From an optimization exercise on the open Yosys and OpenROAD flow, aimed at small area and a short achievable clock period; shortcuts taken in it are not production practice. In this exercise RTL edits were held to simulation tests only and were not proved equivalent to the original. No activity file was given, so power comes from the tool's default toggle rates.

Design mul_ci_pipe, start of the top module:
module mul_ci_pipe #(
    parameter int WIDTH = 32,
    parameter int PIPE  = 3
) (
    input  logic             clock,
    input  logic             aclr,
    input  logic             clken,
    input  logic             start,
    input  logic [2:0]       n,
    input  logic [WIDTH-1:0] dataa,
    input  logic [WIDTH-1:0] datab,
    output logic [WIDTH-1:0] result,
    output logic             done,
    output logic             busy
);
clock: 10.0 ns
lec_check: 0
cap_margin: 20
core_margin: 2
core_utilization: 40
cts_cluster_diameter: 150
cts_cluster_size: 20
place_density: 0.6
slew_margin: 20
synth_hierarchical: 1
synth_minimum_keep_size: 0
standard.sh (not shown) runs the stock make flow with config.mk's settings and CLKGATE_MAP_FILE= SYNTH_SCRIPT=/design/flow/synth_recipe.tcl, a recipe that flattens the netlist after the stock synthesis.
==> flow/flow/run.sh <==
#!/bin/bash
# The standard layout, with repair_timing aiming for more setup slack than the clock needs,
# so that the resizer works on the paths that set the achieved period, and clock tree
# synthesis without dummy balancing loads. Everything else (synthesis, constraints, clock
# period, floorplan, power grid) is the standard flow.
set -euo pipefail
bash standard.sh SETUP_SLACK_MARGIN=6.55 \
  "CTS_ARGS=-sink_clustering_enable -repair_clock_nets -sink_clustering_size 20 -sink_clustering_max_diameter 150 -dont_use_dummy_load" \
  finish > make_finish.log 2>&1
==> next run, changes <==
==> flow/flow/run.sh (replaced) <==
#!/bin/bash
# The standard layout, with repair_timing aiming for more setup slack than the clock needs,
# so that the resizer works on the paths that set the achieved period. Everything else
# (synthesis, constraints, clock period, floorplan, power grid) is the standard flow.
set -euo pipefail
bash standard.sh SETUP_SLACK_MARGIN=6.65 finish > make_finish.log 2>&1
What happened: Power came out higher by 2.9%. Via count rises by 0.87%. Clock skew shrinks by 0.014 ns. Routed wire length came out higher by 3.8%. Synthesized area stays the same. Core utilization grows by 1.5 points. Clock-buffer cell count increases by 13. Cell count rises by 1.1%. Worst setup slack hardly moves. Global-route usage hardly moves. Die area stays the same.
==> next run, changes <==
==> flow/flow/run.sh (replaced) <==
#!/bin/bash
# The standard layout, with repair_timing aiming for more setup slack than the clock needs,
# so that the resizer works on the paths that set the achieved period, and clock tree
# synthesis without dummy balancing loads. Everything else (synthesis, constraints, clock
# period, floorplan, power grid) is the standard flow.
set -euo pipefail
bash standard.sh SETUP_SLACK_MARGIN=6.6 \
  "CTS_ARGS=-sink_clustering_enable -repair_clock_nets -sink_clustering_size 20 -sink_clustering_max_diameter 150 -dont_use_dummy_load" \
  finish > make_finish.log 2>&1
Settings changed: CORE_UTILIZATION 40 to 45, PLACE_DENSITY 0.6 to 0.65.
The new run ran to the end with no violations.
Utilization increases by 4.1 points.
Routed wire length decreases by 7.0%.
Design area decreases by 3.3%.
Sequential cell count does not change.
Non-clock buffer count decreases by 36.
Sequential power hardly moves.
==> next run, changes <==
--- a/flow/flow/run.sh
+++ b/flow/flow/run.sh
@@ -6,4 +6,4 @@
 set -euo pipefail
 bash standard.sh SETUP_SLACK_MARGIN=6.6 \
-  "CTS_ARGS=-sink_clustering_enable -repair_clock_nets -sink_clustering_size 20 -sink_clustering_max_diameter 150 -dont_use_dummy_load" \
+  "CTS_ARGS=-sink_clustering_enable -repair_clock_nets -sink_clustering_size 24 -sink_clustering_max_diameter 150 -dont_use_dummy_load" \
   finish > make_finish.log 2>&1
Settings changed: CORE_UTILIZATION 45 to 40, CTS_CLUSTER_SIZE 20 to 24, PLACE_DENSITY 0.65 to 0.6.
After rerunning: The new run finished with timing, DRC and antenna clean. Worst setup slack improved by 0.032 ns. Power came out lower by 1.6%. Combinational power barely changes.

========
Starting RTL as in the previous note.
==> flow/design.v (excerpt) <==
module mul_ci_pipe #(
    parameter int WIDTH = 32,
    parameter int PIPE  = 3
) (
    input  logic             clock,
    input  logic             aclr,
    input  logic             clken,
    input  logic             start,
    input  logic [2:0]       n,
    input  logic [WIDTH-1:0] dataa,
    input  logic [WIDTH-1:0] datab,
    output logic [WIDTH-1:0] result,
    output logic             done,
    output logic             busy
);
==> flow/config.mk <==
export PLATFORM = sky130hd
export DESIGN_NAME = mul_ci_pipe
export DESIGN_NICKNAME = mul_ci_pipe
export VERILOG_FILES = /design/flow/design.v
export SDC_FILE = /design/flow/constraint.sdc
export NUM_CORES = 4
export LEC_CHECK = 0
export CAP_MARGIN = 20
export CORE_MARGIN = 2
export CORE_UTILIZATION = 40
export CTS_CLUSTER_DIAMETER = 150
export CTS_CLUSTER_SIZE = 20
export PLACE_DENSITY = 0.6
export SLEW_MARGIN = 20
export SYNTH_HIERARCHICAL = 1
export SYNTH_MINIMUM_KEEP_SIZE = 0
==> flow/constraint.sdc <==
create_clock -name core_clock -period 10.0 [get_ports {clock}]
set_input_delay 2.0000 -clock core_clock [delete_from_list [all_inputs] [get_ports {clock}]]
set_output_delay 2.0000 -clock core_clock [all_outputs]
set_load 0.01 [all_outputs]
==> flow/flow/run.sh <==
#!/bin/bash
# The standard layout, with repair_timing aiming for more setup slack than the clock needs,
# so that the resizer works on the paths that set the achieved period, and clock tree
# synthesis without dummy balancing loads. Everything else (synthesis, constraints, clock
# period, floorplan, power grid) is the standard flow.
set -euo pipefail
bash standard.sh SETUP_SLACK_MARGIN=6.6 \
  "CTS_ARGS=-sink_clustering_enable -repair_clock_nets -sink_clustering_size 20 -sink_clustering_max_diameter 150 -dont_use_dummy_load" \
  finish > make_finish.log 2>&1
Next try:
==> flow/flow/run.sh (replaced) <==
#!/bin/bash
# The standard layout, with repair_timing aiming for more setup slack than the clock needs,
# so that the resizer works on the paths that set the achieved period. Everything else
# (synthesis, constraints, clock period, floorplan, power grid) is the standard flow.
set -euo pipefail
bash standard.sh SETUP_SLACK_MARGIN=6.6 finish > make_finish.log 2>&1
- clock power increases by about 5%
- sequential power stays flat
- via count is about the same
- power climbs by 0.73%
- routed wire length hardly moves
- fmax is about the same

========
## the previous run
Another version of the RTL of mul_ci_pipe (not shown whole).
Size in the first run: about 3600 cells after synthesis, ~110 I/O pins.
// mul_ci_pipe
module mul_ci_pipe #(
    parameter int WIDTH = 32,
    parameter int PIPE  = 3
) (
    input  logic             clock,
    input  logic             aclr,
    input  logic             clken,
    input  logic             start,
    input  logic [2:0]       n,
    input  logic [WIDTH-1:0] dataa,
    input  logic [WIDTH-1:0] datab,
    output logic [WIDTH-1:0] result,
    output logic             done,
    output logic             busy
);
clock: 10.0 ns
lec_check: 0
cap_margin: 20
core_margin: 2
core_utilization: 40
cts_cluster_diameter: 150
cts_cluster_size: 20
place_density: 0.6
slew_margin: 20
synth_hierarchical: 1
synth_minimum_keep_size: 0
==> flow/flow/run.sh <==
#!/bin/bash
# The standard layout, with repair_timing aiming for more setup slack than the clock needs,
# so that the resizer works on the paths that set the achieved period, and clock tree
# synthesis without dummy balancing loads. Everything else (synthesis, constraints, clock
# period, floorplan, power grid) is the standard flow.
set -euo pipefail
bash standard.sh SETUP_SLACK_MARGIN=6.5 \
  "CTS_ARGS=-sink_clustering_enable -repair_clock_nets -sink_clustering_size 20 -sink_clustering_max_diameter 150 -dont_use_dummy_load" \
  finish > make_finish.log 2>&1
Modified inputs, the current run compared to the previous run
==> flow/flow/run.sh <==
#!/bin/bash
# The standard layout, with repair_timing aiming for more setup slack than the clock needs,
# so that the resizer works on the paths that set the achieved period. Everything else
# (synthesis, constraints, clock period, floorplan, power grid) is the standard flow.
set -euo pipefail
bash standard.sh SETUP_SLACK_MARGIN=6.5 finish > make_finish.log 2>&1
==> comparison <==
- The sequential power on the current run is in line with that on the previous run.
- Re total length of routed met3 wires: the current run is 140 um up on the previous run.
- Diff the previous run -> the current run: total chip power +0.41%, routing usage on met3 down 0.28 points, share of the core filled with cells now larger, worst hold slack level, share of synthesized cell area in full adder, half adder and majority cells held.
- As far as fraction of area in registers is concerned, the current run and the previous run perform about the same.

-- port drivers added, routing unchanged --
The flow's constraints put no driver on any port. The routed layouts listed below were extracted and timed again, unchanged, in two steps.
Step 1 sets driving cells, clkbuf_16 on the clock port and buf_2 on the other inputs (assumed; they add their load-dependent delay and slew).
Step 2 times the ports against the registers' clock, not the clock port: input delays grow and output delays shrink by t, the midpoint of the rising clock arrivals with the driver on.
a / b / c = no drivers / after step 1 / after step 2; a / b = the first two.
run	t (ns)	setup WS [ns]	worst setup path after step 2	latest minus earliest clock arrival (ns)	cell pins on the clock port's net
the first run of note 1	0.678	6.541 / 6.510 / 5.941	input to register	0.080 / 0.080	1
the second run of note 1	0.707	6.539 / 6.539 / 6.046	input to register	0.065 / 0.065	1
the third run of note 1	0.680	6.506 / 6.506 / 5.930	input to register	0.046 / 0.046	1
the fourth run of note 1	0.665	6.538 / 6.567 / 5.902	input to register	0.050 / 0.050	1
the first run of note 2	0.666	6.577 / 6.570 / 5.938	input to register	0.048 / 0.049	1
the second run of note 2	0.698	6.570 / 6.585 / 5.902	input to register	0.021 / 0.021	1
the previous run	0.699	6.520 / 6.478 / 5.883	input to register	0.048 / 0.048	1
the current run	0.714	6.529 / 6.460 / 5.855	input to register	0.047 / 0.046	1
After both steps setup and hold are still met in every run listed. For the current run, which loses most, drivers alone change the setup slack by -0.069 ns; drivers and shift together by -0.674 ns.
